This is an optimization exercise on Yosys and OpenROAD, whose aim is small area, not a production implementation. The RTL was checked by simulation tests, not by an equivalence proof against the original design. Power figures rest on the tool's default switching activity, not on a simulated workload.

$ cat standard.sh
#!/bin/bash
# synth_recipe.tcl (not shown) runs the flow's synth.tcl, then flattens the netlist and writes it again
# the make line also repeats each setting of config.mk as NAME=value (left out here)
make -C /OpenROAD-flow-scripts/flow DESIGN_CONFIG=/design/flow/config.mk WORK_HOME=/design/flow/orfs CLKGATE_MAP_FILE= SYNTH_SCRIPT=/design/flow/synth_recipe.tcl "${@:-finish}"
$ cat design.v
module isp_tile_packer #(
  parameter int IMGW_WIDTH     = 11,
  parameter int IMGH_WIDTH     = 11,
  parameter int PIX_WIDTH      = 24,
  parameter int LANES          = 32,
  parameter int ISP_DATA_WIDTH = 768,
  parameter int ISP_ADDR_WIDTH = 10
) (
  input  logic                      clk,
  input  logic                      rst_n,
  input  logic [IMGW_WIDTH-1:0]     img_width_i,
  input  logic [IMGH_WIDTH-1:0]     img_height_i,
  input  logic                      top_start_i,
  input  logic                      pix_vld_i,
  output logic                      pix_rdy_o,
  input  logic [PIX_WIDTH-1:0]      pix_dat_i,
  input  logic                      pix_sof_i,
  input  logic                      pix_eol_i,
  input  logic                      isp_rdy_i,
  output logic                      isp_resp_o,
  output logic                      isp_wen_o,
  output logic [ISP_ADDR_WIDTH-1:0] isp_waddr_o,
  output logic [ISP_DATA_WIDTH-1:0] isp_wdata_o,
  output logic                      isp_done_o,
  output logic                      busy_o,
  output logic                      frame_done_o,
  output logic                      err_o
);
  localparam int BUF_W = (LANES - 1) * PIX_WIDTH;
  typedef enum logic [1:0] {IDLE, WAIT_RDY, FILL, DONE} state_e;
  state_e                    state_q, state_d;
  logic [4:0]                tm1_q;         
  logic [IMGH_WIDTH-1:0]     lines_left_q;
  logic [4:0]                lane_q;        
  logic [4:0]                tile_q;        
  logic [4:0]                row_q;         
  logic [BUF_W-1:0]          lane_buf_q;
  logic [PIX_WIDTH-1:0]      lane31_q;
  logic                      wen_q;
  logic                      done_q;
  logic [5:0] tiles_in;
  logic [4:0] tm1_in;
  logic       start_ok;
  logic       xfer;
  logic       last_lane;
  logic       last_tile;
  logic       last_col;
  logic       band_end;
  logic       lines_zero;
  assign tiles_in   = img_width_i[10:5];
  assign tm1_in     = 5'(tiles_in - 6'd1);
  assign start_ok   = top_start_i && (state_q == IDLE) &&
                      (tiles_in != 6'd0) && (img_height_i != '0);
  assign pix_rdy_o  = (state_q == FILL);
  assign xfer       = pix_vld_i && pix_rdy_o;
  assign last_lane  = &lane_q;
  assign last_tile  = (tile_q == tm1_q);
  assign last_col   = last_lane && last_tile;
  assign lines_zero = (lines_left_q == '0);
  assign band_end   = xfer && last_col &&
                      ((&row_q) || (lines_left_q == IMGH_WIDTH'(1)));
  always_ff @(posedge clk or negedge rst_n) begin
    if (!rst_n) state_q <= IDLE;
    else        state_q <= state_d;
  end
  always_comb begin
    state_d = state_q;
    unique case (state_q)
      IDLE:     if (start_ok) state_d = WAIT_RDY;
      WAIT_RDY: if (isp_rdy_i) state_d = FILL;
      FILL:     if (band_end) state_d = DONE;
      DONE:     state_d = lines_zero ? IDLE : WAIT_RDY;
      default:  state_d = IDLE;
    endcase
  end
  assign isp_resp_o = (state_q == WAIT_RDY) && isp_rdy_i;
  assign busy_o     = (state_q != IDLE);
  always_ff @(posedge clk or negedge rst_n) begin
    if (!rst_n) begin
      wen_q  <= 1'b0;
      done_q <= 1'b0;
    end else begin
      wen_q  <= xfer && last_lane;
      done_q <= (state_q == DONE);
    end
  end
  always_ff @(posedge clk) begin
    if (start_ok) begin
      tm1_q        <= tm1_in;
      lines_left_q <= img_height_i;
      lane_q       <= '0;
      tile_q       <= tm1_in;
      row_q        <= 5'd31;
    end else if (xfer) begin
      lane_q <= lane_q + 5'd1;
      if (last_col) lines_left_q <= lines_left_q - IMGH_WIDTH'(1);
      if (lane_q == 5'd0) begin
        if (last_tile) begin
          tile_q <= '0;
          row_q  <= row_q + 5'd1;
        end else begin
          tile_q <= tile_q + 5'd1;
        end
      end
    end
  end
  for (genvar l = 0; l < LANES - 1; l++) begin : g_lane
    logic ld, hold;
    assign ld   = xfer && (lane_q == 5'(l));
    assign hold = (lane_q != 5'(l));
    always_ff @(posedge clk) begin
      lane_buf_q[l*PIX_WIDTH +: PIX_WIDTH] <=
          (lane_buf_q[l*PIX_WIDTH +: PIX_WIDTH] & {PIX_WIDTH{hold}}) |
          (pix_dat_i & {PIX_WIDTH{ld}});
    end
  end
  always_ff @(posedge clk) begin
    lane31_q <= pix_dat_i;
  end
  assign isp_wen_o    = wen_q;
  assign isp_waddr_o  = {row_q, tile_q};
  assign isp_wdata_o  = {lane31_q, lane_buf_q};
  assign isp_done_o   = done_q;
  assign frame_done_o = done_q && lines_zero;
  logic err_q;
  logic first_q;
  always_ff @(posedge clk or negedge rst_n) begin
    if (!rst_n) begin
      err_q <= 1'b0;
    end else if (start_ok) begin
      err_q <= 1'b0;
    end else if (xfer) begin
      if ((pix_sof_i != first_q) || (pix_eol_i != last_col)) begin
        err_q <= 1'b1;
      end
    end
  end
  always_ff @(posedge clk) begin
    if (start_ok)  first_q <= 1'b1;
    else if (xfer) first_q <= 1'b0;
  end
  assign err_o = err_q;
  logic unused_inputs;
  assign unused_inputs = ^{img_width_i[4:0], pix_sof_i, pix_eol_i};
endmodule
$ cat constraint.sdc
create_clock -name core_clock -period 6.0 [get_ports {clk}]
set_input_delay 1.2000 -clock core_clock [delete_from_list [all_inputs] [get_ports {clk}]]
set_output_delay 1.2000 -clock core_clock [all_outputs]
set_load 0.01 [all_outputs]
$ cat config.mk
export PLATFORM = sky130hd
export DESIGN_NAME = isp_tile_packer
export DESIGN_NICKNAME = isp_tile_packer
export VERILOG_FILES = /design/flow/design.v
export SDC_FILE = /design/flow/constraint.sdc
export NUM_CORES = 4
export LEC_CHECK = 0
export CAP_MARGIN = 20
export CORE_MARGIN = 2
export CORE_UTILIZATION = 40
export SLEW_MARGIN = 20
$ cat flow/run.sh
#!/bin/bash
set -euo pipefail
cd "$(dirname "$0")/.."
bash standard.sh \
  "BUFFER_PORTS_ARGS=-buffer_cell sky130_fd_sc_hd__buf_1" \
  "CTS_ARGS=-sink_clustering_enable -repair_clock_nets -dont_use_dummy_load -buf_list sky130_fd_sc_hd__clkbuf_8 -sink_clustering_size 22 -sink_clustering_max_diameter 50" \
  finish > flow_standard.log 2>&1
==> results of run 1 <==
how the worst min path moves through the flow:
stage / to / cells past startpoint / startpoint
after global routing: state_q[0] / 1 / rst_n
after detailed placement: lane_buf_q[104] / 2 / lane_buf_q[104]
after floorplan: first_q / 2 / first_q
after global placement: lane_buf_q[603] / 2 / lane_buf_q[603]
after CTS: done_q / 1 / rst_n
final: done_q / 1 / rst_n
state kept, by name, indices dropped and copies added, names as in the netlist:
signal	count
tm1_q	5
state_q	2
row_q	5
lines_left_q	11
err_q	1
done_q	1
lane_buf_q	744
lane_q	5
wen_q	1
lane31_q	24
tile_q	5
first_q	1
metrics by stage:
| step | hold WS [ps] | area, um2 | setup WS [ps] | power (mW) | utilization (%) |
|---|---|---|---|---|---|
| 2_1_floorplan | 434 | 25500 | 3410 | 9.48 | - |
| 3_3_place_gp | 432 | 28900 | 2630 | 11.3 | 45.9 |
| 3_5_place_dp | 440 | 28900 | 2540 | 11.4 | 45.9 |
| 4_1_cts | 311 | 30000 | 2620 | 14.1 | 47.6 |
| 5_1_grt | 354 | 30000 | 2470 | 14.9 | 47.6 |
| 6_report | 381 | 30000 | 2690 | 14.0 | 47.7 |
cells in the mapped netlist (4+ instances only):
cell      number
clkbuf_1     152
buf_2         75
nand4_1        4
ha_1          19
nor2_1        17
and3_1         4
o21ai_0      753
dfrtp_1        5
dfxtp_1      779
xor2_1        19
inv_1         38
buf_1          8
a21oi_1        4
edfxtp_1      21
buf_6          6
xnor2_1        8
nor2b_1        6
nand3_1       48
nand2_1      784
area by class of cell:
class,instances,share of cell area (%)
tap,846,3.53
inverter,38,0.475
sequential,805,54.5
timing repair buffer,865,11.3
antenna,9,0.0751
clock buffer,74,3.39
multi-input combinational,1703,26.7
worst max-delay path, cell delays in order, from the launching register on:
cell,delay (ps)
edfxtp_1,470
nor4_2,360
and2_1,200
nand4b_1,170
nor2_1,130
buf_1,180
power by group through the flow:
stage	Combinational, mW	Sequential, mW	Clock (mW)
floorplan	1.43	8.04	0
global placement	3.83	7.43	0
detailed placement	3.88	7.47	0
CTS	3.88	7.37	2.89
global route	4.24	7.54	3.08
finish	3.83	7.39	2.81
logic make-up after synthesis:
group	after synthesis	share of synthesized area, %
xor gates and xnor gates	27	0.929
muxes	3	0.138
DFF	805	64.2
adders and majority gates	19	0.934
and+or+nand+nor	882	13.7
AOI/OAI and AO/OA	772	15.3
buffers and inverters	280	4.69
metal layers:
| metal | part of all wire [%] | global-route usage, % | up-vias |
|---|---|---|---|
| met4 | 3.6 | 9.60 | 0 |
| li1 | - | - | 10400 |
| met5 | 0 | 0 | - |
| met3 | 8.3 | 8.77 | 157 |
| met1 | 41 | 33.5 | 9490 |
| met2 | 47 | 46.7 | 735 |
==> impl_metrics.tcl, run 1 <==
set metrics [dict create \
    slew_violations 0 \
    mappedNetlistArea_mm2 0.0255 \
    cts_num_sinks 805 \
    static-leakage-power_nw 14.0 \
    port_buffers 832 \
    floorplan.rows 92 \
    gr-total-overflow 0 \
    slew_headroom_pct 27.7 \
    period_minus_slack_ps 3310 \
    final_common_cell "buf_1" \
    coreArea_mm2 0.0630 \
    area_growth_syn_to_layout_pct 17.9 \
    detailedPlacementHpwl_um 67400 \
    timing_hold_violations_final 0 \
    fin_nets 3559 \
    setup.worst_path.class "flip-flop to output pin" \
    route.vias.total 20800 \
    grt_first_pass_wirelength_um 135000 \
    fraction_of_final_layout_cells_sized_beyond_drive_strength_1_pct 4.05 \
    synth_seq_cells 805 \
    n_fill_cell 6392 \
    cts_repair_resize_count 0 \
    netSwitchingPower_mw 5.13 \
    grt_pass1_vias 19100 \
    synth_cell_type_count 46 \
    critical_path.startpoint_type "flip-flop" \
    die-area_mm2 0.0657 \
    critical_path_arrival_ps 2110 \
    finalSetupViolations 0 \
    root_buffer "clkbuf_8" \
    power.clock.fraction_pct 20.0 \
    area.sequential_mm2 0.0164 \
    cp_max_fo 4 \
    post_cts_hold_buffer_count 0 \
    maxCapViolations 0 \
    cts_tree "built" \
    share_comb_of_total_power_pct 27.3 \
    power.internal_mw 8.90 \
    layout.cells.non_filler 4340 \
    min_period_over_period_pct 55.1 \
    die_w_um 256 \
    regToRegSetupSlack_ps 3080 \
    boundaryPins 838 \
    multi_input_area_mm2 0.00801 \
    drt_iter0_markers 1277 \
    synth.largest_area_cell "dfxtp_1" \
    postRouteAntennaNets 0 \
    end_kind "output pin" \
    max-clock-path-buffers 3 \
    detail_route.vias_per_cell 4.80 \
    clkSlewWorstSetupHoldPaths_ps 90 \
    cts-htree-levels 3 \
    synth_sequential_area_ratio_pct 64.2 \
    final.setup.tns_ps 0 \
    synth.area.top_cells "dfxtp_1, o21ai_0, nand2_1" \
    required_ps 4800 \
    critPathCapture "frame_done_o" \
    p_seq_share_pct 52.6 \
    global_route.usage.total_pct 27.8 \
    drt_first_pass_iters 7 \
    worstSetupStartpoint "lines_left_q[5]" \
    layout_common_cells "buf_1, dfxtp_1, nand2_1, o21ai_0, clkbuf_8" \
    status "complete, no violations" \
    clock.fmax_ghz 0.302 \
    post-cts-setup-buffers 0 \
    number_of_synthesized_flops_with_an_enable_pin 21 \
    r2r_endpoint "lane_buf_q[711]" \
    placed_cells 4256 \
    grt_start_max_net_pins 56 \
    routed_wl_um 93800 \
    effective_utilization_at_floorplan_pct 40.4 \
    power.share.switching_pct 36.6 \
    finClkSkew_ps 103 \
    postSynthAreaPerCell_um2 9.13 \
    rsz_0062_raised_after_global_routing "no" \
    synth-async-reset-ratio_pct 0.621 \
    yosys_warnings 1 \
    insertion_delay_to_the_later_sink_of_the_worst_skew_pair_ps 660 \
    tritoncts.num_buffers 74 \
    power_per_cell_area_mw_per_mm2 467 \
    postSynthNetCount 2860 \
    ys_dominant_reg_cell "dfxtp_1" \
    r2r_path_start "state_q[0]" \
    last_weighted_congestion_value_of_the_routability_driven_placer 0.868 \
    post_synth_inst_count 2788 \
    timing.reg2reg.worst_path_depth 5 \
    synthDominantCellAreaShare_pct 61.3 \
    worst-slew-pin-transition_ps 1080 \
    antenna_found_initial 8 \
    wl_per_cell_um 21.6 \
    worst_vdd_rail_ir_drop_uv 263 \
    post-route-drc-count 0 \
    hold_class "primary input to asynchronous set/reset pin" \
    die_height_um 256 \
]
==> inputs of run 2 (changes only) <==
==> flow/run.sh (replaced) <==
#!/bin/bash
set -euo pipefail
cd "$(dirname "$0")/.."
bash standard.sh \
  "BUFFER_PORTS_ARGS=-buffer_cell sky130_fd_sc_hd__buf_1" \
  "CTS_ARGS=-sink_clustering_enable -repair_clock_nets -dont_use_dummy_load -buf_list sky130_fd_sc_hd__clkbuf_4 -sink_clustering_size 12 -sink_clustering_max_diameter 35" \
  finish > flow_standard.log 2>&1
--- a/config.mk
+++ b/config.mk
@@ -8,4 +8,5 @@
 export CAP_MARGIN = 20
 export CORE_MARGIN = 2
-export CORE_UTILIZATION = 40
+export CORE_UTILIZATION = 65
+export PLACE_DENSITY = 0.75
 export SLEW_MARGIN = 20
==> run 2 against run 1 <==
Compared with the run above: synthesized area unchanged; synthesized cell count did not move; the flow now stops in I/O pin placement.
==> impl_metrics.tcl, run 2 <==
set metrics [dict create \
    postSynthAreaPerCell_um2 9.13 \
    synth_sequential_area_ratio_pct 64.2 \
    synth_cell_type_count 46 \
    haltStage "I/O pin placement" \
    synth-async-reset-ratio_pct 0.621 \
    postSynthNetCount 2860 \
    synth_seq_cells 805 \
    floorplan.rows 72 \
    synth.largest_area_cell "dfxtp_1" \
    yosys_warnings 1 \
    ys_dominant_reg_cell "dfxtp_1" \
    synthSimpleGateAreaFrac_pct 13.7 \
    number_of_synthesized_flops_with_an_enable_pin 21 \
    run.stop_error "[ERROR PPL-0024] Number of IO pins (838) exceeds maximum number of available positions (726). Increase the die perimeter from 807.54um to 1139.68um." \
    die_height_um 202 \
    mappedNetlistArea_mm2 0.0255 \
    post_synth_inst_count 2788 \
    yosys.cell_count.top_type "nand2_1" \
    synth_top_family_by_area "compound AO/OA/AOI/OAI gates" \
    synth_top_cells_by_count "nand2_1, dfxtp_1, o21ai_0, clkbuf_1, buf_2" \
    synth_mux_area_share_pct 0.138 \
    status "did not finish" \
    synth-adder-area-share_pct 0.934 \
    post_synth_xor_xnor_area_pct 0.929 \
    synth.area.top_cells "dfxtp_1, o21ai_0, nand2_1" \
    die_w_um 202 \
    synthDominantCellAreaShare_pct 61.3 \
    effective_utilization_at_floorplan_pct 65.9 \
    synth_compound_area_share_pct 15.3 \
]
run 2: cells by family after synthesis:
| kind of cell | count (synthesis) |
|---|---|
| compound gates | 772 |
| xor+xnor | 27 |
| flops | 805 |
| fa+ha+maj | 19 |
| mux | 3 |
| buf+inv | 280 |
| simple gates | 882 |
==> inputs of run 3 (changes only) <==
==> flow/run.sh (replaced) <==
#!/bin/bash
set -euo pipefail
cd "$(dirname "$0")/.."
bash standard.sh \
  "BUFFER_PORTS_ARGS=-buffer_cell sky130_fd_sc_hd__buf_1" \
  "CTS_ARGS=-sink_clustering_enable -repair_clock_nets -dont_use_dummy_load -buf_list sky130_fd_sc_hd__clkbuf_4 -sink_clustering_size 8 -sink_clustering_max_diameter 40" \
  finish > flow_standard.log 2>&1
--- a/config.mk
+++ b/config.mk
@@ -8,5 +8,5 @@
 export CAP_MARGIN = 20
 export CORE_MARGIN = 2
-export CORE_UTILIZATION = 65
-export PLACE_DENSITY = 0.75
+export CORE_UTILIZATION = 40
+export PLACE_DENSITY = 0.85
 export SLEW_MARGIN = 20
==> run 3 against run 2 <==
Compared with the run above: synthesized cell count unchanged; the run now finishes clean; synthesized area is the same.
==> impl_metrics.tcl, run 3 <==
set metrics [dict create \
    cts_repair_resize_count 0 \
    largestRegisters "lane_buf_q: 744 flops, lane31_q: 24 flops, lines_left_q: 11 flops" \
    cts_tree "built" \
    effective_utilization_at_floorplan_pct 40.4 \
    period_minus_slack_ps 3640 \
    slew_headroom_pct 27.9 \
    post-cts-setup-buffers 0 \
    required_ps 4800 \
    status "complete, no violations" \
    floorplan.rows 92 \
    grt_first_pass_wirelength_um 127000 \
    critical_path_arrival_ps 2440 \
    number_of_synthesized_flops_with_an_enable_pin 21 \
    root_buffer "clkbuf_4" \
    largest_register_ff_count 744 \
    route.vias.total 22300 \
    clkSlewWorstSetupHoldPaths_ps 100 \
    layout_common_cells "buf_1, dfxtp_1, nand2_1, o21ai_0, clkbuf_4" \
    setup.worst_path.class "flip-flop to output pin" \
    synth-async-reset-ratio_pct 0.621 \
    mappedNetlistArea_mm2 0.0255 \
    maxCapViolations 0 \
    postSynthAreaPerCell_um2 9.13 \
    synth_cell_type_count 46 \
    final.setup.tns_ps 0 \
    worst_vdd_rail_ir_drop_uv 332 \
    post-route-drc-count 0 \
    wl_per_cell_um 20.2 \
    gr-total-overflow 0 \
    area_growth_syn_to_layout_pct 17.4 \
    regToRegSetupSlack_ps 2750 \
    critical_path.startpoint_type "flip-flop" \
    finalSetupViolations 0 \
    static-leakage-power_nw 14.0 \
    hold_class "primary input to asynchronous set/reset pin" \
    tritoncts.num_buffers 117 \
    detail_route.vias_per_cell 5.08 \
    finClkSkew_ps 166 \
    cp_max_fo 4 \
    postSynthNetCount 2860 \
    cts-htree-levels 3 \
    power_per_cell_area_mw_per_mm2 459 \
    die_w_um 256 \
    clock.fmax_ghz 0.275 \
    min_period_over_period_pct 60.7 \
    synth_seq_cells 805 \
    timing_hold_violations_final 0 \
    last_weighted_congestion_value_of_the_routability_driven_placer 0.862 \
    post_cts_hold_buffer_count 0 \
    fin_nets 3599 \
    synth.largest_area_cell "dfxtp_1" \
    coreArea_mm2 0.0630 \
    drt_first_pass_iters 5 \
    yosys.cell_count.top_type "nand2_1" \
    max-clock-path-buffers 3 \
    regMostFlops "lane_buf_q" \
    fraction_of_final_layout_cells_sized_beyond_drive_strength_1_pct 5.28 \
    boundaryPins 838 \
    synth_top_cells_by_count "nand2_1, dfxtp_1, o21ai_0, clkbuf_1, buf_2" \
    port_buffers 832 \
    finalCoreUtilization_pct 47.5 \
    drt_iter0_markers 1915 \
    synth_sequential_area_ratio_pct 64.2 \
    rsz_0062_raised_after_global_routing "no" \
    insertion_delay_to_the_later_sink_of_the_worst_skew_pair_ps 890 \
    synth.area.top_cells "dfxtp_1, o21ai_0, nand2_1" \
    cts_num_sinks 805 \
    synthDominantCellAreaShare_pct 61.3 \
    global_route.usage.total_pct 25.8 \
    hold_slack_ps 170 \
    die-area_mm2 0.0657 \
    die_height_um 256 \
    post_synth_inst_count 2788 \
    postRouteAntennaNets 0 \
    routed_wl_um 88400 \
    end_kind "output pin" \
    detailedPlacementHpwl_um 62300 \
    worst-slew-pin-transition_ps 1080 \
    antenna_found_initial 24 \
    yosys_warnings 1 \
    slew_violations 0 \
    grt_pass1_vias 20600 \
    ys_dominant_reg_cell "dfxtp_1" \
    grt_start_max_net_pins 51 \
    final_common_cell "buf_1" \
]
-- run 3: cell counts after synthesis --
No cell type changed its count.
-- run 3: layout make-up --
| class | count | area [um2] |
|---|---|---|
| inverters | 38 | 143 |
| multi-input cells | 1703 | 8030 |
| flip-flops and latches | 805 | 16400 |
| diodes | 9 | 22.5 |
| fillers | 5885 | 33100 |
| well taps | 846 | 1060 |
| clock buffers | 117 | 878 |
| repair buffers | 862 | 3390 |
-- run 3: power breakdown --
part | internal, mW | total [mW] | switching (mW) | leakage [nW]
registers | 6.71 | 7.39 | 0.684 | 6.63
clock network | 0.886 | 2.58 | 1.69 | 0.538
logic | 1.09 | 3.73 | 2.64 | 6.80
-- run 3: worst paths after layout --
| path | from | endpoint | cells past startpoint |
|---|---|---|---|
| max | lines_left_q[6] | frame_done_o | 5 |
| min | rst_n | state_q[1] | 1 |
| max reg2reg | state_q[0] | lane_buf_q[721] | 6 |
| min reg2reg | lane_buf_q[16] | lane_buf_q[16] | 2 |
| max in group asynchronous | rst_n | wen_q | 1 |
| min in group core_clock | lane_buf_q[16] | lane_buf_q[16] | 2 |
-- run 3: critical path: stages, from the launching register on --
cell and delay (ps):
edfxtp_1 450, nor4_2 430, and2_1 210, nand4b_1 160
nor2_1 150, buf_1 190
-- run 3: per-stage QoR --
step	setup WS, ps	area (um2)	power (mW)	std cells
5_1_grt	2130	29900	14.5	4379
3_5_place_dp	2410	28900	11.2	4251
2_1_floorplan	3410	25500	9.48	2788
3_3_place_gp	2340	28900	11.0	4250
6_report	2360	29900	13.7	4380
4_1_cts	2220	29800	13.7	4368
-- run 3: logic make-up after synthesis --
kind of cell,count (synthesis),share of synthesized area [%]
buffers and inverters,280,4.69
DFF,805,64.2
and+or+nand+nor,882,13.7
muxes,3,0.138
adders and majority gates,19,0.934
xor gates and xnor gates,27,0.929
AOI/OAI and AO/OA,772,15.3
-- run 3: routing by layer --
layer | GRT usage [%] | routed length [um]
met2 | 41.8 | 40400
met5 | 0 | 13
met4 | 17.6 | 5900
met1 | 30.3 | 33800
met3 | 6.22 | 8330
==> inputs of run 4 (changes only) <==
--- a/config.mk
+++ b/config.mk
@@ -9,4 +9,3 @@
 export CORE_MARGIN = 2
 export CORE_UTILIZATION = 40
-export PLACE_DENSITY = 0.85
 export SLEW_MARGIN = 20
==> run 4 against run 3 <==
Compared with the run above: critical path depth did not move; sequential cell count is the same; routed wire length rose by 6.4%; clock power increased by 3%; power is 1.2% higher; non-clock buffer count rose by 3; combinational power increased by 3%.
==> impl_metrics.tcl, run 4 <==
set metrics [dict create \
    postSynthAreaPerCell_um2 9.13 \
    critical_path.slowest_cell "edfxtp_1" \
    final_cell_area_mm2 0.0299 \
    synth_top_cells_by_count "nand2_1, dfxtp_1, o21ai_0, clkbuf_1, buf_2" \
    antenna_found_initial 10 \
    hold_slack_ps 206 \
    cell_area_reported_after_detailed_placement_mm2 0.0289 \
    root_buffer "clkbuf_4" \
    slowest_delay_ps 470 \
    cts-htree-levels 3 \
    ys_dominant_reg_cell "dfxtp_1" \
    synth_seq_cells 805 \
    gr-total-overflow 0 \
    maxCapViolations 0 \
    area.sequential_mm2 0.0164 \
    post_synth_inst_count 2788 \
    static-leakage-power_nw 14.0 \
    route.vias.total 21200 \
    largest_register_ff_count 744 \
    cp_top_family "simple AND/OR/NAND/NOR gates" \
    worst_vdd_rail_ir_drop_uv 280 \
    die-area_mm2 0.0657 \
    die_height_um 256 \
    effective_utilization_at_floorplan_pct 40.4 \
    grt_start_max_net_pins 56 \
    cts_tree "built" \
    drt_first_pass_iters 5 \
    clock.fmax_ghz 0.284 \
    yosys.cell_count.top_type "nand2_1" \
    regToRegSetupSlack_ps 3120 \
    cts_num_sinks 805 \
    power_per_cell_area_mw_per_mm2 464 \
    drt_iter0_markers 1329 \
    finalCoreUtilization_pct 47.5 \
    postSynthNetCount 2860 \
    end_kind "output pin" \
    fraction_of_final_layout_cells_sized_beyond_drive_strength_1_pct 5.30 \
    timing.critical_path.buf_inv 1 \
    n_fill_cell 6441 \
    cp_max_fo 4 \
    grt_first_pass_wirelength_um 137000 \
    synthDominantCellAreaShare_pct 61.3 \
    global_route.usage.total_pct 28.0 \
    die_w_um 256 \
    yosys_warnings 1 \
    port_buffers 832 \
    min_period_over_period_pct 58.8 \
    boundaryPins 838 \
    slew_headroom_pct 28.5 \
    timing_hold_violations_final 0 \
    critical_path_arrival_ps 2330 \
    largestRegisters "lane_buf_q: 744 flops, lane31_q: 24 flops, lines_left_q: 11 flops" \
    postRouteAntennaNets 0 \
    area_growth_syn_to_layout_pct 17.5 \
    critical_path.startpoint_type "flip-flop" \
    last_weighted_congestion_value_of_the_routability_driven_placer 0.868 \
    rsz_0062_raised_after_global_routing "no" \
    grt_pass1_vias 19600 \
    hold_class "primary input to asynchronous set/reset pin" \
    clkSlewWorstSetupHoldPaths_ps 80 \
    routed_wl_um 94100 \
    path_cells "nor4_2 -> and2_1 -> nand4b_1 -> nor2_1 -> buf_1" \
    detailedPlacementHpwl_um 67400 \
    tritoncts.num_buffers 120 \
    fin_nets 3605 \
    synth.area.top_cells "dfxtp_1, o21ai_0, nand2_1" \
    worst-slew-pin-transition_ps 1070 \
    final_common_cell "buf_1" \
    synth-async-reset-ratio_pct 0.621 \
    slew_violations 0 \
    regMostFlops "lane_buf_q" \
    synth.largest_area_cell "dfxtp_1" \
    post-route-drc-count 0 \
    detail_route.vias_per_cell 4.83 \
    coreArea_mm2 0.0630 \
    wl_per_cell_um 21.4 \
    finalSetupViolations 0 \
    insertion_delay_to_the_later_sink_of_the_worst_skew_pair_ps 960 \
    cts_repair_resize_count 0 \
    synth_sequential_area_ratio_pct 64.2 \
    multi_input_area_mm2 0.00801 \
    setup.worst_path.class "flip-flop to output pin" \
    max-clock-path-buffers 3 \
    period_minus_slack_ps 3530 \
    synth_cell_type_count 46 \
    mappedNetlistArea_mm2 0.0255 \
    status "complete, no violations" \
    post-cts-setup-buffers 0 \
    post_cts_hold_buffer_count 0 \
    required_ps 4800 \
    floorplan.rows 92 \
    layout_common_cells "buf_1, dfxtp_1, nand2_1, o21ai_0, clkbuf_4" \
    finClkSkew_ps 148 \
    final.setup.tns_ps 0 \
    number_of_synthesized_flops_with_an_enable_pin 21 \
]
-- run 4: changes by cell type in the layout (fill, tap and decap cells not counted), moves of 2 or more --
cell,change
nand2_2,-5
nand2_1,+5
buf_4,+5
diode_2,+2
buf_12,-2
clkbuf_4,+3
-- run 4: routing by layer --
metal / wire (um) / global-route usage [%]
met5: 0 / 0
met4: 3520 / 10.3
met3: 7990 / 9.29
met2: 44400 / 47.0
met1: 38200 / 33.3
-- run 4: metrics by stage --
step                      instances  setup WS, ps  power (mW)
after floorplan                2788          3410        9.48
after global placement         4255          2630        11.3
after CTS                      4376          2360        14.0
after detailed placement       4256          2540        11.4
after global routing           4383          2210        14.7
final                          4388          2470        13.9
-- run 4: path summary, 6_finish.rpt --
| kind | from | end | cells after the start |
|---|---|---|---|
| min in group core_clock | lane_buf_q[371] | lane_buf_q[371] | 2 |
| setup / recovery | lines_left_q[5] | frame_done_o | 5 |
| hold reg to reg | lane_buf_q[371] | lane_buf_q[371] | 2 |
| hold / removal | rst_n | err_q | 1 |
| max in group asynchronous | rst_n | state_q[0] | 1 |
| setup reg to reg | lane_q[0] | tile_q[4] | 5 |
-- run 4: area by class of cell --
| type | instances | share of cell area, % |
|---|---|---|
| Tap cell | 846 | 3.54 |
| Inverter | 38 | 0.477 |
| Sequential cell | 805 | 54.7 |
| Clock buffer | 120 | 3.01 |
| Multi-Input combinational cell | 1703 | 26.8 |
| Timing Repair Buffer | 865 | 11.4 |
| Antenna cell | 11 | 0.0921 |
-- run 4: power by group --
part	switching, mW	internal, mW	total, mW
Clock	1.74	0.908	2.65
Combinational	2.74	1.09	3.83
Sequential	0.679	6.71	7.38
-- run 4: worst register-to-register path, delay by kind of cell (launching register included) --
family          cells  cell delay, ps
compound gates      1             730
fa+ha+maj           1             330
buf+inv             2             420
flops               1             360
simple gates        1             610
-- run 4: kinds of logic after synthesis --
logic type | synth area share [%]
AOI/OAI and AO/OA | 15.3
xor gates and xnor gates | 0.929
adders and majority gates | 0.934
buffers and inverters | 4.69
DFF | 64.2
muxes | 0.138
and+or+nand+nor | 13.7
==> inputs of run 5 (changes only) <==
==> flow/run.sh (replaced) <==
#!/bin/bash
set -euo pipefail
cd "$(dirname "$0")/.."
bash standard.sh \
  "BUFFER_PORTS_ARGS=-buffer_cell sky130_fd_sc_hd__buf_1" \
  "CTS_ARGS=-sink_clustering_enable -repair_clock_nets -dont_use_dummy_load -buf_list sky130_fd_sc_hd__clkbuf_4 -sink_clustering_size 12 -sink_clustering_max_diameter 30" \
  finish > flow_standard.log 2>&1
--- a/config.mk
+++ b/config.mk
@@ -9,3 +9,4 @@
 export CORE_MARGIN = 2
 export CORE_UTILIZATION = 40
+export PLACE_DENSITY = 0.85
 export SLEW_MARGIN = 20
==> run 5 against run 4 <==
Compared with the run above: still clean on timing, DRC and antenna; synthesized area did not move; clock skew up 1.4 ps; register-to-register slack worse by 310 ps; routed wire length decreased by 6.6%; sequential power about the same; critical path depth unchanged; die area unchanged; cell count decreased by 0.11%; clock-buffer cell count is 1 lower; combinational power shrank 3%; clock power down 2%; critical path type unchanged; highest routed layer is now met5.
==> impl_metrics.tcl, run 5 <==
set metrics [dict create \
    route.vias.total 22400 \
    yosys_warnings 1 \
    cp_top_family "simple AND/OR/NAND/NOR gates" \
    gr-total-overflow 0 \
    area_growth_syn_to_layout_pct 17.4 \
    fraction_of_final_layout_cells_sized_beyond_drive_strength_1_pct 5.30 \
    synthDominantCellAreaShare_pct 61.3 \
    grt_start_max_net_pins 51 \
    effective_utilization_at_floorplan_pct 40.4 \
    slew_headroom_pct 26.4 \
    period_minus_slack_ps 3620 \
    tritoncts.num_buffers 119 \
    share_comb_of_total_power_pct 27.2 \
    post_synth_inst_count 2788 \
    layout_common_cells "buf_1, dfxtp_1, nand2_1, o21ai_0, clkbuf_4" \
    synth_sequential_area_ratio_pct 64.2 \
    postRouteAntennaNets 0 \
    power_per_cell_area_mw_per_mm2 459 \
    insertion_delay_to_the_later_sink_of_the_worst_skew_pair_ps 950 \
    timing_hold_violations_final 0 \
    drt_iter0_markers 1941 \
    finalSetupViolations 0 \
    placement.setup.worst_slack_ps 2410 \
    power.clock.fraction_pct 18.9 \
    post_cts_hold_buffer_count 0 \
    slew_violations 0 \
    synth_cell_type_count 46 \
    boundaryPins 838 \
    area.sequential_mm2 0.0164 \
    grt_pass1_vias 20800 \
    postSynthNetCount 2860 \
    mappedNetlistArea_mm2 0.0255 \
    finClkSkew_ps 149 \
    global_route.usage.total_pct 25.8 \
    setup_ws_ps 2380 \
    largestRegisters "lane_buf_q: 744 flops, lane31_q: 24 flops, lines_left_q: 11 flops" \
    cts_tree "built" \
    last_weighted_congestion_value_of_the_routability_driven_placer 0.862 \
    timing.critical_path.buf_inv 1 \
    postSynthAreaPerCell_um2 9.13 \
    antenna_found_initial 23 \
    coreArea_mm2 0.0630 \
    cts-htree-levels 3 \
    number_of_synthesized_flops_with_an_enable_pin 21 \
    critical_path.slowest_cell "edfxtp_1" \
    final_common_cell "buf_1" \
    die-area_mm2 0.0657 \
    synth.area.top_cells "dfxtp_1, o21ai_0, nand2_1" \
    setup.worst_path.class "flip-flop to output pin" \
    critical_path.startpoint_type "flip-flop" \
    clkSlewWorstSetupHoldPaths_ps 90 \
    largest_register_ff_count 744 \
    worst-slew-pin-transition_ps 1100 \
    drt_first_pass_iters 6 \
    slowest_delay_ps 450 \
    synth_seq_cells 805 \
    p_seq_share_pct 53.9 \
    status "complete, no violations" \
    multi_input_area_mm2 0.00803 \
    path_cells "nor4_2 -> and2_1 -> nand4b_1 -> nor2_1 -> buf_1" \
    yosys.cell_count.top_type "nand2_1" \
    post-route-drc-count 0 \
    port_buffers 832 \
    detailedPlacementHpwl_um 62300 \
    floorplan.rows 92 \
    die_height_um 256 \
    ys_dominant_reg_cell "dfxtp_1" \
    clock.fmax_ghz 0.276 \
    die_w_um 256 \
    fin_nets 3600 \
    power.share.switching_pct 36.5 \
    netSwitchingPower_mw 5.01 \
    synth_top_cells_by_count "nand2_1, dfxtp_1, o21ai_0, clkbuf_1, buf_2" \
    worst_vdd_rail_ir_drop_uv 330 \
    synth.largest_area_cell "dfxtp_1" \
    synth-async-reset-ratio_pct 0.621 \
    critical_path_arrival_ps 2420 \
    detail_route.vias_per_cell 5.11 \
    hold_class "primary input to asynchronous set/reset pin" \
    rsz_0062_raised_after_global_routing "no" \
    grt_first_pass_wirelength_um 128000 \
    cts_repair_resize_count 0 \
    required_ps 4800 \
    post-cts-setup-buffers 0 \
    wl_per_cell_um 20.1 \
    routed_wl_um 87900 \
    end_kind "output pin" \
    max-clock-path-buffers 3 \
    final.setup.tns_ps 0 \
    regMostFlops "lane_buf_q" \
    root_buffer "clkbuf_4" \
    maxCapViolations 0 \
    static-leakage-power_nw 14.0 \
    power.internal_mw 8.69 \
    cp_max_fo 4 \
    n_fill_cell 5909 \
    min_period_over_period_pct 60.3 \
    cts_num_sinks 805 \
]
## run 5: cell count changes in the layout (fill, tap and decap cells not counted), sizes merged
cell and delta:
buf -4, clkbuf -1
## run 5: per-layer routing
layer	GRT usage (%)	share of wire [%]
met5	0	0.015
met4	16.9	6.5
met3	6.76	9.6
met2	42.3	46
met1	29.9	38
## run 5: final timing paths
kind,endpoint,slack [ps],from,cells past startpoint
worst max-delay path,frame_done_o,2380,lines_left_q[6],5
worst max register to register,lane_buf_q[205],2810,state_q[0],6
worst min register to register,lane_buf_q[16],450,lane_buf_q[16],2
max in group asynchronous,state_q[0],5580,rst_n,1
min in group core_clock,lane31_q[17],420,pix_dat_i[17],1
worst min-delay path,wen_q,170,rst_n,1
## run 5: power groups by stage
stage,registers [mW],logic (mW),clock network (mW)
floorplan,8.04,1.43,0
global placement,7.41,3.58,0
detailed placement,7.47,3.71,0
CTS,7.37,3.72,2.64
global route,7.53,4.11,2.86
finish,7.39,3.73,2.59
## run 5: per-stage QoR
stage,util [%],instances,hold slack (ps),power [mW],cell area [um2]
2_1_floorplan,-,2788,434,9.48,25500
3_3_place_gp,45.9,4250,431,11.0,28900
3_5_place_dp,45.9,4251,439,11.2,28900
4_1_cts,47.3,4370,66.5,13.7,29800
5_1_grt,47.4,4379,95.8,14.5,29900
6_report,47.5,4383,171,13.7,29900
## run 5: final cells by class
type,count,area share [%]
Sequential cell,805,54.7
Multi-Input combinational cell,1703,26.9
Timing Repair Buffer,861,11.3
Tap cell,846,3.54
Clock buffer,119,2.99
Inverter,38,0.477
Antenna cell,11,0.0921
## run 5: kinds of logic (layout without fill, tap and decap cells)
| group | Yosys count | after routing | synth area share (%) |
|---|---|---|---|
| compound gates | 772 | 772 | 15.3 |
| xor+xnor | 27 | 27 | 0.929 |
| fa+ha+maj | 19 | 19 | 0.934 |
| buf+inv | 280 | 1018 | 4.69 |
| flops | 805 | 805 | 64.2 |
| mux | 3 | 3 | 0.138 |
| other cells | 0 | 11 | 0 |
| simple gates | 882 | 882 | 13.7 |
## run 5: worst reg2reg max path, stage by stage (launching register included)
cell	delay [ps]
dfrtp_1	410
inv_1	180
ha_1	270
and2_2	310
buf_4	590
nand2_2	850
o21ai_0	460
==> inputs of run 6 (changes only) <==
==> flow/run.sh (replaced) <==
#!/bin/bash
set -euo pipefail
cd "$(dirname "$0")/.."
bash standard.sh \
  "BUFFER_PORTS_ARGS=-buffer_cell sky130_fd_sc_hd__buf_1" \
  "CTS_ARGS=-sink_clustering_enable -repair_clock_nets -dont_use_dummy_load -buf_list {sky130_fd_sc_hd__clkbuf_2 sky130_fd_sc_hd__clkbuf_4} -sink_clustering_size 8 -sink_clustering_max_diameter 30" \
  finish > flow_standard.log 2>&1
--- a/config.mk
+++ b/config.mk
@@ -9,4 +9,3 @@
 export CORE_MARGIN = 2
 export CORE_UTILIZATION = 40
-export PLACE_DENSITY = 0.85
 export SLEW_MARGIN = 20
==> run 6 against run 5 <==
Compared with the run above: still clean; clock-buffer cell count grew 36; die area unchanged; synthesized cell count is the same; highest routed layer is now met4.
==> impl_metrics.tcl, run 6 <==
set metrics [dict create \
    worstSetupStartpoint "lines_left_q[5]" \
    r2r_path_start "state_q[0]" \
    cts_tree "built" \
    synth.area.top_cells "dfxtp_1, o21ai_0, nand2_1" \
    end_kind "output pin" \
    yosys_warnings 1 \
    path_cells "nor4_2 -> and2_1 -> nand4b_1 -> nor2_1 -> buf_1" \
    finalSetupViolations 0 \
    critical_path_arrival_ps 2430 \
    drt_first_pass_iters 6 \
    post-route-drc-count 0 \
    worst_vdd_rail_ir_drop_uv 271 \
    maxCapViolations 0 \
    final_common_cell "buf_1" \
    required_ps 4800 \
    effective_utilization_at_floorplan_pct 40.4 \
    finClkSkew_ps 112 \
    min_period_over_period_pct 60.4 \
    slew_headroom_pct 26.6 \
    clock.fmax_ghz 0.276 \
    yosys.cell_count.top_type "nand2_1" \
    met2_wirelength_from_detailed_routing_um 44700 \
    die_height_um 256 \
    synth-async-reset-ratio_pct 0.621 \
    post-cts-setup-buffers 0 \
    critPathCapture "frame_done_o" \
    met3_length_um 8680 \
    critical_path.startpoint_type "flip-flop" \
    fin_nets 3640 \
    boundaryPins 838 \
    post_cts_hold_buffer_count 1 \
    antenna_found_initial 8 \
    fraction_of_final_layout_cells_sized_beyond_drive_strength_1_pct 6.20 \
    grt_pass1_vias 19900 \
    cts_num_sinks 805 \
    critical_path_depth 5 \
    die_w_um 256 \
    last_weighted_congestion_value_of_the_routability_driven_placer 0.868 \
    timing_hold_violations_final 0 \
    hold_class "primary input to flip-flop" \
    drt_iter0_markers 1192 \
    power.share.switching_pct 36.9 \
    p_seq_share_pct 51.9 \
    wl_per_cell_um 21.4 \
    port_buffers 832 \
    cts_repair_resize_count 0 \
    postRouteAntennaNets 0 \
    largestRegisters "lane_buf_q: 744 flops, lane31_q: 24 flops, lines_left_q: 11 flops" \
    final_cell_area_mm2 0.0301 \
    detailedPlacementHpwl_um 67400 \
    slew_violations 0 \
    floorplan.rows 92 \
    synth.largest_area_cell "dfxtp_1" \
    coreArea_mm2 0.0630 \
    timing.critical_path.buf_inv 1 \
    max-clock-path-buffers 3 \
    cp_top_family "simple AND/OR/NAND/NOR gates" \
    routed_wl_um 94700 \
    grt_start_max_net_pins 56 \
    period_minus_slack_ps 3630 \
    wl_met1_um 38000 \
    mappedNetlistArea_mm2 0.0255 \
    post_synth_inst_count 2788 \
    hold_slack_ps 429 \
    status "complete, no violations" \
    cp_max_fo 4 \
    detail_route.vias_per_cell 4.84 \
    placement.setup.worst_slack_ps 2540 \
    synth_cell_type_count 46 \
    timing.reg2reg.worst_path_depth 5 \
    cts-htree-levels 4 \
    final.setup.tns_ps 0 \
    power.clock.fraction_pct 21.1 \
    gr-total-overflow 0 \
    rsz_0062_raised_after_global_routing "no" \
    global_route.usage.total_pct 28.3 \
    postSynthNetCount 2860 \
    synth_seq_cells 805 \
    setup.worst_path.class "flip-flop to output pin" \
    r2r_endpoint "lane_buf_q[589]" \
    netSwitchingPower_mw 5.25 \
    die-area_mm2 0.0657 \
    hold_start "pix_dat_i[7]" \
    top_signal_layer_used "met4" \
    root_buffer "clkbuf_4" \
    regToRegSetupSlack_ps 3090 \
    route.vias.total 21400 \
    postSynthAreaPerCell_um2 9.13 \
    share_comb_of_total_power_pct 27.0 \
    grt_first_pass_wirelength_um 137000 \
    slowest_delay_ps 470 \
    n_fill_cell 6415 \
    insertion_delay_to_the_later_sink_of_the_worst_skew_pair_ps 980 \
    cell_area_reported_after_detailed_placement_mm2 0.0289 \
    synth_top_cells_by_count "nand2_1, dfxtp_1, o21ai_0, clkbuf_1, buf_2" \
    power.internal_mw 8.97 \
    layout_common_cells "buf_1, dfxtp_1, nand2_1, o21ai_0, clkbuf_4" \
    static-leakage-power_nw 14.1 \
    number_of_synthesized_flops_with_an_enable_pin 21 \
    largest_register_ff_count 744 \
    tritoncts.num_buffers 155 \
    worst-slew-pin-transition_ps 1100 \
    regMostFlops "lane_buf_q" \
    clkSlewWorstSetupHoldPaths_ps 80 \
    synthDominantCellAreaShare_pct 61.3 \
    power_per_cell_area_mw_per_mm2 472 \
    area_growth_syn_to_layout_pct 18.4 \
    setup_ws_ps 2370 \
    ys_dominant_reg_cell "dfxtp_1" \
    synth_sequential_area_ratio_pct 64.2 \
    critical_path.slowest_cell "edfxtp_1" \
]
==> run 6: cell types whose count changed in the layout (fill, tap and decap cells not counted), sizes merged <==
| cell | before | now |
|---|---|---|
| buf | 861 | 864 |
| clkbuf | 119 | 155 |
| dlygate4sd3 | 0 | 1 |
==> run 6: power groups by stage <==
stage	logic, mW	clock network (mW)	registers [mW]
finish	3.84	3.00	7.39
detailed placement	3.88	0	7.47
CTS	3.88	3.09	7.38
global placement	3.83	0	7.43
global route	4.24	3.32	7.54
floorplan	1.43	0	8.04
==> run 6: through the flow <==
stage	cells	utilization, %	power [mW]
after floorplan	2788	-	9.48
after global placement	4255	45.9	11.3
after detailed placement	4256	45.9	11.4
after CTS	4412	47.8	14.3
after global routing	4414	47.8	15.1
final	4423	47.9	14.2
==> run 6: kinds of logic after synthesis <==
logic type               synth area share [%]
flip-flops                               64.2
buffers and inverters                    4.69
AO/OA/AOI/OAI                            15.3
XOR/XNOR                                0.929
adder cells (fa/ha/maj)                 0.934
multiplexers                            0.138
AND/OR/NAND/NOR                          13.7
==> run 6: area by class of cell <==
class | count | area [um2] | area share (%)
Sequential cell | 805 | 16400 | 54.2
Multi-Input combinational cell | 1703 | 8010 | 26.6
Tap cell | 846 | 1060 | 3.51
Antenna cell | 11 | 27.5 | 0.0913
Clock buffer | 155 | 1160 | 3.86
Inverter | 38 | 143 | 0.473
Timing Repair Buffer | 865 | 3390 | 11.2
==> run 6: how the worst min path moves through the flow <==
stage	to	slack, ps	cells after the start
floorplan	first_q	430	2
global placement	lane_buf_q[603]	430	2
detailed placement	lane_buf_q[104]	440	2
CTS	lane31_q[7]	280	1
global route	lane31_q[7]	320	1
finish	lane31_q[7]	430	1
==> run 6: per-layer routing <==
layer | vias to the layer above | track usage, %
met5 | - | 0
met4 | 0 | 11.4
met3 | 180 | 10.2
met2 | 829 | 47.3
met1 | 9743 | 33.0
li1 | 10700 | -
==> inputs of run 7 (changes only) <==
==> flow/run.sh (replaced) <==
#!/bin/bash
set -euo pipefail
cd "$(dirname "$0")/.."
bash standard.sh \
  "BUFFER_PORTS_ARGS=-buffer_cell sky130_fd_sc_hd__buf_1" \
  "CTS_ARGS=-sink_clustering_enable -repair_clock_nets -dont_use_dummy_load -buf_list sky130_fd_sc_hd__clkbuf_4 -sink_clustering_size 10 -sink_clustering_max_diameter 40" \
  finish > flow_standard.log 2>&1
==> run 7 against run 6 <==
Compared with the run above: routed wire length fell by 0.44%; hold slack got worse by 260 ps; utilization fell by 0.51 points; critical path type unchanged; fmax rose by 3.0%; critical endpoint unchanged; still clean on timing, DRC and antenna; die area did not move.
==> impl_metrics.tcl, run 7 <==
set metrics [dict create \
    status "complete, no violations" \
    finalSetupViolations 0 \
    final_common_cell "buf_1" \
    slew_violations 0 \
    worstSetupStartpoint "lines_left_q[5]" \
    route.vias.total 21000 \
    worst-slew-pin-transition_ps 1110 \
    postSynthAreaPerCell_um2 9.13 \
    mappedNetlistArea_mm2 0.0255 \
    last_weighted_congestion_value_of_the_routability_driven_placer 0.868 \
    cts_tree "built" \
    insertion_delay_to_the_later_sink_of_the_worst_skew_pair_ps 870 \
    design_power_total_mw 13.8 \
    synth_seq_cells 805 \
    tritoncts.num_buffers 109 \
    fin_nets 3595 \
    synthDominantCellAreaShare_pct 61.3 \
    min_period_over_period_pct 58.7 \
    yosys.cell_count.top_type "nand2_1" \
    grt_pass1_vias 19500 \
    cts_num_sinks 805 \
    hold_class "primary input to asynchronous set/reset pin" \
    die-area_mm2 0.0657 \
    hold_slack_ps 171 \
    detailedPlacementHpwl_um 67400 \
    die_w_um 256 \
    regMostFlops "lane_buf_q" \
    r2r_path_start "state_q[0]" \
    gr-total-overflow 0 \
    largestRegisters "lane_buf_q: 744 flops, lane31_q: 24 flops, lines_left_q: 11 flops" \
    static-leakage-power_nw 13.9 \
    netSwitchingPower_mw 5.14 \
    synth_cell_type_count 46 \
    rsz_0062_raised_after_global_routing "no" \
    synth-async-reset-ratio_pct 0.621 \
    routed_wl_um 94300 \
    final.setup.tns_ps 0 \
    p_seq_share_pct 53.7 \
    maxCapViolations 0 \
    period_minus_slack_ps 3520 \
    wl_per_cell_um 21.6 \
    clock.fmax_ghz 0.284 \
    synth_sequential_area_ratio_pct 64.2 \
    global_route.usage.total_pct 28.0 \
    drt_first_pass_iters 5 \
    postSynthNetCount 2860 \
    critical_path.startpoint_type "flip-flop" \
    power_per_cell_area_mw_per_mm2 461 \
    share_comb_of_total_power_pct 27.9 \
    critical_path_arrival_ps 2320 \
    timing_hold_violations_final 0 \
    synth.largest_area_cell "dfxtp_1" \
    postRouteAntennaNets 0 \
    post-cts-setup-buffers 0 \
    drt_iter0_markers 1474 \
    grt_first_pass_wirelength_um 137000 \
    grt_start_max_net_pins 56 \
    cp_max_fo 4 \
    slew_headroom_pct 25.6 \
    effective_utilization_at_floorplan_pct 40.4 \
    root_buffer "clkbuf_4" \
    cts_repair_resize_count 0 \
    synth_top_cells_by_count "nand2_1, dfxtp_1, o21ai_0, clkbuf_1, buf_2" \
    worst_vdd_rail_ir_drop_uv 276 \
    end_kind "output pin" \
    yosys_warnings 1 \
    finClkSkew_ps 113 \
    area_growth_syn_to_layout_pct 17.1 \
    post_synth_inst_count 2788 \
    port_buffers 832 \
    fraction_of_final_layout_cells_sized_beyond_drive_strength_1_pct 5.03 \
    power.internal_mw 8.62 \
    boundaryPins 838 \
    detail_route.vias_per_cell 4.81 \
    antenna_found_initial 8 \
    post_cts_hold_buffer_count 0 \
    coreArea_mm2 0.0630 \
    cts-htree-levels 3 \
    clkSlewWorstSetupHoldPaths_ps 100 \
    synth.area.top_cells "dfxtp_1, o21ai_0, nand2_1" \
    die_height_um 256 \
    required_ps 4800 \
    power.clock.fraction_pct 18.4 \
    layout_common_cells "buf_1, dfxtp_1, nand2_1, o21ai_0, clkbuf_4" \
    max-clock-path-buffers 3 \
    largest_register_ff_count 744 \
    number_of_synthesized_flops_with_an_enable_pin 21 \
    power.share.switching_pct 37.3 \
    floorplan.rows 92 \
    ys_dominant_reg_cell "dfxtp_1" \
    post-route-drc-count 0 \
    setup.worst_path.class "flip-flop to output pin" \
]
run 7: area by class of cell:
class,instances,area (um2)
Timing Repair Buffer,866,3420
Sequential cell,805,16400
Fill cell,6458,33100
Multi-Input combinational cell,1703,8010
Inverter,38,143
Clock buffer,109,818
Antenna cell,5,12.5
Tap cell,846,1060
run 7: metrics by stage:
stage	setup WS [ps]	instance area [um2]	utilization (%)	instances
6_report	2480	29800	47.4	4372
5_1_grt	2230	29800	47.3	4368
4_1_cts	2330	29700	47.2	4365
3_5_place_dp	2540	28900	45.9	4256
3_3_place_gp	2630	28900	45.9	4255
2_1_floorplan	3410	25500	-	2788
run 7: per-layer routing:
layer / global-route usage [%] / share of wire (%) / vias to the layer above
li1: - / - / 10500
met1: 33.2 / 41 / 9533
met2: 47.2 / 47 / 768
met3: 8.80 / 8.5 / 171
met4: 10.8 / 3.7 / 0
met5: 0 / 0 / -
run 7: worst max-delay path, stage by stage (launching register included):
cell,delay [ps]
edfxtp_1,470
nor4_2,360
and2_1,200
nand4b_1,180
nor2_1,130
buf_1,170
run 7: path summary, 6_finish.rpt:
| kind | slack, ps | end | cells after the start |
|---|---|---|---|
| worst min-delay path | 170 | done_q | 1 |
| worst max register to register | 3000 | lane_buf_q[711] | 5 |
| worst max-delay path | 2480 | frame_done_o | 5 |
| worst min register to register | 450 | lane_buf_q[371] | 2 |
| min in group core_clock | 450 | lane_buf_q[371] | 2 |
| max in group asynchronous | 5550 | state_q[1] | 1 |
run 7: logic make-up (layout without fill, tap and decap cells):
family | count (synthesis) | count (layout) | synth area share (%)
AOI/OAI and AO/OA | 772 | 772 | 15.3
xor gates and xnor gates | 27 | 27 | 0.929
adders and majority gates | 19 | 19 | 0.934
buffers and inverters | 280 | 1013 | 4.69
DFF | 805 | 805 | 64.2
muxes | 3 | 3 | 0.138
other | 0 | 5 | 0
and+or+nand+nor | 882 | 882 | 13.7
run 7: power by group through the flow:
stage | clock (mW) | combinational [mW] | sequential, mW
CTS | 2.62 | 3.88 | 7.37
global route | 2.84 | 4.24 | 7.53
global placement | 0 | 3.83 | 7.43
floorplan | 0 | 1.43 | 8.04
finish | 2.54 | 3.84 | 7.38
detailed placement | 0 | 3.88 | 7.47
==> inputs of run 8 (changes only) <==
==> flow/run.sh (replaced) <==
#!/bin/bash
set -euo pipefail
cd "$(dirname "$0")/.."
bash standard.sh \
  "BUFFER_PORTS_ARGS=-buffer_cell sky130_fd_sc_hd__buf_1" \
  "CTS_ARGS=-sink_clustering_enable -repair_clock_nets -dont_use_dummy_load -buf_list sky130_fd_sc_hd__clkbuf_4 -sink_clustering_size 11 -sink_clustering_max_diameter 45" \
  finish > flow_standard.log 2>&1
--- a/config.mk
+++ b/config.mk
@@ -9,3 +9,5 @@
 export CORE_MARGIN = 2
 export CORE_UTILIZATION = 40
+export GPL_ROUTABILITY_DRIVEN = 0
+export GPL_TIMING_DRIVEN = 0
 export SLEW_MARGIN = 20
==> run 8 against run 7 <==
Compared with the run above: still clean on timing, DRC and antenna; cell count rose by 4.6%; fmax fell by 3.0%; critical path depth did not move; utilization rose by 0.92 points; hold slack improved by 12 ps; sequential share of layout area fell by 1.0 points; die area did not move; routed wire length rose by 15%; combinational power rose by 6.5%; register-to-register slack improved by 100 ps; critical path type unchanged; highest routed layer unchanged.
==> impl_metrics.tcl, run 8 <==
set metrics [dict create \
    required_ps 4800 \
    end_kind "output pin" \
    mappedNetlistArea_mm2 0.0255 \
    die_w_um 256 \
    power.share.switching_pct 38.5 \
    cts_tree "built" \
    final.setup.tns_ps 0 \
    post_synth_inst_count 2788 \
    cts_repair_resize_count 0 \
    fraction_of_final_layout_cells_sized_beyond_drive_strength_1_pct 5.08 \
    static-leakage-power_nw 14.1 \
    detailedPlacementHpwl_um 84200 \
    synth_mux_area_share_pct 0.138 \
    cts_num_sinks 805 \
    slew_headroom_pct 30.7 \
    power.internal_mw 8.61 \
    post-route-drc-count 0 \
    number_of_synthesized_flops_with_an_enable_pin 21 \
    post-cts-setup-buffers 0 \
    share_comb_of_total_power_pct 29.2 \
    boundaryPins 838 \
    synthDominantCellAreaShare_pct 61.3 \
    global_route.usage.met2_pct 54.0 \
    die-area_mm2 0.0657 \
    n_fill_cell 6493 \
    grt_pass1_vias 21400 \
    min_period_over_period_pct 60.5 \
    gr_layer_usage_met3_pct 10.0 \
    largestRegisters "lane_buf_q: 744 flops, lane31_q: 24 flops, lines_left_q: 11 flops" \
    postRouteAntennaNets 0 \
    synth_compound_area_share_pct 15.3 \
    synth_cell_type_count 46 \
    floorplan.rows 92 \
    drt_iter0_markers 1927 \
    synth_top_cells_by_count "nand2_1, dfxtp_1, o21ai_0, clkbuf_1, buf_2" \
    yosys.cell_count.top_type "nand2_1" \
    die_height_um 256 \
    maxCapViolations 0 \
    max-clock-path-buffers 3 \
    gr-total-overflow 0 \
    synthSimpleGateAreaFrac_pct 13.7 \
    synth_sequential_area_ratio_pct 64.2 \
    timing_hold_violations_final 0 \
    largest_register_ff_count 744 \
    period_minus_slack_ps 3630 \
    routed_wl_um 108000 \
    detail_route.vias_per_cell 5.06 \
    clock.fmax_ghz 0.275 \
    power.clock.fraction_pct 17.8 \
    finalSetupViolations 0 \
    insertion_delay_to_the_later_sink_of_the_worst_skew_pair_ps 920 \
    coreArea_mm2 0.0630 \
    rsz_0062_raised_after_global_routing "no" \
    netSwitchingPower_mw 5.39 \
    layout_common_cells "buf_1, nand2_1, dfxtp_1, o21ai_0, clkbuf_1" \
    root_buffer "clkbuf_4" \
    antenna_found_initial 6 \
    clkSlewWorstSetupHoldPaths_ps 120 \
    synth_top_family_by_area "compound AO/OA/AOI/OAI gates" \
    cts-htree-levels 3 \
    ys_dominant_reg_cell "dfxtp_1" \
    postSynthNetCount 2860 \
    worst_vdd_rail_ir_drop_uv 255 \
    route.vias.total 23100 \
    synth-adder-area-share_pct 0.934 \
    postSynthAreaPerCell_um2 9.13 \
    port_buffers 832 \
    status "complete, no violations" \
    critical_path_arrival_ps 2430 \
    hold_class "primary input to asynchronous set/reset pin" \
    post_cts_hold_buffer_count 0 \
    grt_first_pass_wirelength_um 153000 \
    p_seq_share_pct 53.0 \
    grt_start_max_net_pins 15 \
    setup.worst_path.class "flip-flop to output pin" \
    grtUsageMet1_pct 37.2 \
    area_growth_syn_to_layout_pct 19.4 \
    global_route.usage.total_pct 31.8 \
    wl_per_cell_um 23.6 \
    fin_nets 3794 \
    synth_seq_cells 805 \
    drt_first_pass_iters 7 \
    yosys_warnings 1 \
    power_per_cell_area_mw_per_mm2 461 \
    top_usage_layer "met2" \
    synth.largest_area_cell "dfxtp_1" \
    synth-async-reset-ratio_pct 0.621 \
    slew_violations 0 \
    synth.area.top_cells "dfxtp_1, o21ai_0, nand2_1" \
    critical_path.startpoint_type "flip-flop" \
    design_power_total_mw 14.0 \
    regMostFlops "lane_buf_q" \
    tritoncts.num_buffers 100 \
    final_common_cell "buf_1" \
    post_synth_xor_xnor_area_pct 0.929 \
    worst-slew-pin-transition_ps 1030 \
    finClkSkew_ps 154 \
    cp_max_fo 4 \
    effective_utilization_at_floorplan_pct 40.4 \
]
[run 8: cell counts after synthesis]
No cell type changed its count.
[run 8: path summary, 6_finish.rpt]
path                            startpoint              to  slack [ps]  cells past startpoint
max                        lines_left_q[5]    frame_done_o        2370                      5
min                                  rst_n           wen_q         180                      1
max reg2reg                      lane_q[0]       tile_q[2]        3100                      7
min reg2reg                 lane_buf_q[98]  lane_buf_q[98]         450                      2
max in group asynchronous            rst_n      state_q[0]        5530                      1
min in group core_clock     lane_buf_q[98]  lane_buf_q[98]         450                      2
[run 8: kinds of logic (layout without fill, tap and decap cells)]
kind of cell	Yosys count	in the layout
AOI/OAI and AO/OA	772	772
other	0	5
buffers and inverters	280	1212
muxes	3	3
adders and majority gates	19	19
xor gates and xnor gates	27	27
DFF	805	805
and+or+nand+nor	882	882
[run 8: per-layer routing]
layer	vias to the layer above	routed length (um)
met2	915	51600
met1	11100	42200
met3	179	9680
met4	0	4430
met5	-	0
li1	11000	-
[run 8: area by class of cell]
cell class              count  area (um2)  area share, %
diodes                      5        12.5         0.0412
plain buffers             242        1050           3.46
clock buffers             100         751           2.47
inverters                  38         143          0.469
multi-input cells        1703        7910           26.0
flip-flops and latches    805       16400           53.8
well taps                 846        1060           3.48
repair buffers            832        3120           10.3
[run 8: per-stage QoR]
stage | setup WS (ps) | cell area, um2 | hold slack, ps | utilization (%) | cells
2_1_floorplan | 3410 | 25500 | 434 | - | 2788
3_3_place_gp | 2810 | 29600 | 432 | 47.1 | 4466
3_5_place_dp | 2800 | 29600 | 440 | 47.1 | 4466
4_1_cts | 2280 | 30400 | 83.9 | 48.3 | 4566
5_1_grt | 2180 | 30400 | 131 | 48.3 | 4571
6_report | 2370 | 30400 | 183 | 48.3 | 4571
[run 8: power by group through the flow]
stage	Clock [mW]	Sequential (mW)	Combinational, mW
2_1_floorplan	0	8.04	1.43
3_3_place_gp	0	7.47	4.05
3_5_place_dp	0	7.51	4.10
4_1_cts	2.54	7.40	4.10
5_1_grt	2.76	7.57	4.48
6_report	2.49	7.42	4.09
[run 8: critical path, stage by stage, from the launching register on]
cell	delay, ps
edfxtp_1	480
nor4_2	380
and2_1	200
nand4b_1	180
nor2_1	140
buf_1	170
==> inputs of run 9 (changes only) <==
--- a/config.mk
+++ b/config.mk
@@ -9,5 +9,4 @@
 export CORE_MARGIN = 2
 export CORE_UTILIZATION = 40
-export GPL_ROUTABILITY_DRIVEN = 0
-export GPL_TIMING_DRIVEN = 0
+export PLACE_DENSITY = 0.95
 export SLEW_MARGIN = 20
==> run 9 against run 8 <==
Compared with the run above: cell count decreased by 4.6%; global-route usage decreased by 5.0 points; routed wire length decreased by 14%; critical path depth unchanged; largest cell class unchanged; critical path type unchanged; sequential share of layout area increased by 1.2 points; largest power group unchanged; first-iteration DRC count increased by 24%; die area unchanged; hold slack improved by 22 ps; setup slack got worse by 51 ps; still clean on timing, DRC and antenna.
==> impl_metrics.tcl, run 9 <==
set metrics [dict create \
    required_ps 4800 \
    static-leakage-power_nw 13.8 \
    slew_headroom_pct 21.2 \
    gr-total-overflow 0 \
    final_cell_area_mm2 0.0297 \
    end_kind "output pin" \
    power_per_cell_area_mw_per_mm2 457 \
    cts_repair_resize_count 0 \
    slew_violations 0 \
    yosys.cell_count.top_type "nand2_1" \
    min_period_over_period_pct 61.4 \
    clock.fmax_ghz 0.272 \
    grt_start_max_net_pins 49 \
    ys_dominant_reg_cell "dfxtp_1" \
    synth_sequential_area_ratio_pct 64.2 \
    regToRegSetupSlack_ps 2630 \
    wl_met1_um 31300 \
    met3_length_um 11300 \
    postRouteAntennaNets 0 \
    finalSetupViolations 0 \
    slowest_delay_ps 470 \
    synth.area.top_cells "dfxtp_1, o21ai_0, nand2_1" \
    cp_max_fo 4 \
    die_w_um 256 \
    period_minus_slack_ps 3680 \
    rsz_0062_raised_after_global_routing "no" \
    cts_num_sinks 805 \
    finClkSkew_ps 137 \
    placement.setup.worst_slack_ps 1930 \
    post-cts-setup-buffers 0 \
    detailedPlacementHpwl_um 63700 \
    die_height_um 256 \
    post-route-drc-count 0 \
    setup_ws_ps 2320 \
    grt_first_pass_wirelength_um 133000 \
    critical_path.slowest_cell "edfxtp_1" \
    synth-async-reset-ratio_pct 0.621 \
    post_synth_inst_count 2788 \
    largest_register_ff_count 744 \
    design_power_total_mw 13.6 \
    path_cells "nor4_2 -> and2_1 -> nand4b_1 -> nor2_1 -> buf_1" \
    last_weighted_congestion_value_of_the_routability_driven_placer 0.906 \
    hold_slack_ps 205 \
    drt_iter0_markers 2385 \
    timing_hold_violations_final 0 \
    root_buffer "clkbuf_4" \
    cts-htree-levels 3 \
    port_buffers 832 \
    wl_per_cell_um 21.2 \
    floorplan.rows 92 \
    coreArea_mm2 0.0630 \
    boundaryPins 838 \
    clkSlewWorstSetupHoldPaths_ps 100 \
    drt_first_pass_iters 9 \
    final.setup.tns_ps 0 \
    mappedNetlistArea_mm2 0.0255 \
    met2_wirelength_from_detailed_routing_um 42000 \
    area_growth_syn_to_layout_pct 16.9 \
    fin_nets 3567 \
    yosys_warnings 1 \
    worst_vdd_rail_ir_drop_uv 335 \
    critical_path.startpoint_type "flip-flop" \
    grt_pass1_vias 22300 \
    finalCoreUtilization_pct 47.2 \
    synthDominantCellAreaShare_pct 61.3 \
    cell_area_reported_after_detailed_placement_mm2 0.0289 \
    tritoncts.num_buffers 89 \
    cts_tree "built" \
    placed_cells 4245 \
    worst-slew-pin-transition_ps 1180 \
    effective_utilization_at_floorplan_pct 40.4 \
    route.vias.total 23400 \
    final_common_cell "buf_1" \
    postSynthNetCount 2860 \
    post_cts_hold_buffer_count 0 \
    top_signal_layer_used "met5" \
    fraction_of_final_layout_cells_sized_beyond_drive_strength_1_pct 4.55 \
    synth_top_cells_by_count "nand2_1, dfxtp_1, o21ai_0, clkbuf_1, buf_2" \
    global_route.usage.total_pct 26.9 \
    max-clock-path-buffers 3 \
    synth_cell_type_count 46 \
    hold_class "primary input to asynchronous set/reset pin" \
    die-area_mm2 0.0657 \
    status "complete, no violations" \
    maxCapViolations 0 \
    synth.largest_area_cell "dfxtp_1" \
    antenna_found_initial 23 \
    setup.worst_path.class "flip-flop to output pin" \
    routed_wl_um 92500 \
    detail_route.vias_per_cell 5.36 \
    number_of_synthesized_flops_with_an_enable_pin 21 \
    regMostFlops "lane_buf_q" \
    postSynthAreaPerCell_um2 9.13 \
    critical_path_arrival_ps 2480 \
    largestRegisters "lane_buf_q: 744 flops, lane31_q: 24 flops, lines_left_q: 11 flops" \
    layout_common_cells "buf_1, dfxtp_1, nand2_1, o21ai_0, clkbuf_4" \
    insertion_delay_to_the_later_sink_of_the_worst_skew_pair_ps 860 \
    layout.cells.non_filler 4361 \
    synth_seq_cells 805 \
]
==> run 9: where the power goes <==
group / leakage (nW) / internal (mW) / total [mW] / switching [mW]
Clock: 0.410 / 0.680 / 2.32 / 1.64
Combinational: 6.80 / 1.09 / 3.84 / 2.75
Sequential: 6.63 / 6.71 / 7.44 / 0.730
Total: 13.8 / 8.48 / 13.6 / 5.12
==> run 9: metal layers <==
layer,vias up,global-route usage (%)
met5,-,0
met4,2,23.4
met3,453,8.35
met2,1614,43.1
met1,10800,28.7
li1,10500,-
==> run 9: final cells by class <==
| type | count | area, um2 |
|---|---|---|
| Sequential cell | 805 | 16400 |
| Clock buffer | 89 | 668 |
| Multi-Input combinational cell | 1703 | 8060 |
| Inverter | 38 | 143 |
| Tap cell | 846 | 1060 |
| Fill cell | 5466 | 33200 |
| Timing Repair Buffer | 858 | 3410 |
| Antenna cell | 22 | 55.1 |
==> run 9: path summary, 6_finish.rpt <==
| path | start | end | cells after the start |
|---|---|---|---|
| worst max-delay path | lines_left_q[6] | frame_done_o | 5 |
| worst min-delay path | rst_n | done_q | 1 |
| worst max register to register | lane_q[0] | tile_q[4] | 5 |
| worst min register to register | lane_buf_q[367] | lane_buf_q[367] | 2 |
| max in group asynchronous | rst_n | state_q[1] | 1 |
| min in group core_clock | pix_dat_i[22] | lane31_q[22] | 1 |
==> run 9: critical path: cells and delay by family (launching register included) <==
kind          cells  cell delay, ps
flops             1             470
simple gates      4            1010
buf+inv           1             180
==> run 9: cell families after synthesis <==
group	Yosys count	share of synthesized area, %
flip-flops	805	64.2
XOR/XNOR	27	0.929
adder cells (fa/ha/maj)	19	0.934
AO/OA/AOI/OAI	772	15.3
AND/OR/NAND/NOR	882	13.7
buffers and inverters	280	4.69
multiplexers	3	0.138

static timing again, ports no longer ideal:
The flow's constraints put no driver on any port. The routed layouts listed below were extracted and timed again, unchanged, in two steps. Step 1 (the two cells are an assumption about what drives the block):
set clk [get_ports {clk}]
set_driving_cell -lib_cell sky130_fd_sc_hd__clkbuf_16 $clk
set_driving_cell -lib_cell sky130_fd_sc_hd__buf_2 [delete_from_list [all_inputs] $clk]
Step 2 adds t to the input delays and takes it off the output delays; t is the mean of the earliest and latest rising clock arrival at the registers after step 1. Input paths then give back, and output paths get back, about the clock's delay inside the block. Slacks: ideal / step 1 / step 2; pairs: ideal / step 1.
run | shift t [ns] | slack for setup (ns) | latest minus earliest clock arrival (ns) | worst slew at a driven data input, ns | cell pins on the clock port's net
run 1 | 0.686 | 2.693 / 2.627 / 2.578 | 0.120 / 0.120 | 0.22 | 1
run 3 | 0.879 | 2.360 / 2.299 / 2.296 | 0.179 / 0.179 | 0.18 | 1
run 4 | 0.931 | 2.474 / 2.411 / 2.536 | 0.173 / 0.173 | 0.15 | 1
run 5 | 0.909 | 2.380 / 2.322 / 2.305 | 0.195 / 0.195 | 0.17 | 1
run 6 | 0.972 | 2.373 / 2.310 / 2.540 | 0.140 / 0.140 | 0.15 | 1
run 7 | 0.894 | 2.480 / 2.415 / 2.506 | 0.150 / 0.150 | 0.14 | 1
run 8 | 0.904 | 2.370 / 2.308 / 2.737 | 0.154 / 0.153 | 0.17 | 1
run 9 | 0.870 | 2.319 / 2.262 / 1.927 | 0.190 / 0.190 | 0.18 | 1
After both steps setup and hold are still met in every run listed. For run 9, which loses most, drivers alone change the setup slack by -0.057 ns; drivers and shift together by -0.392 ns.
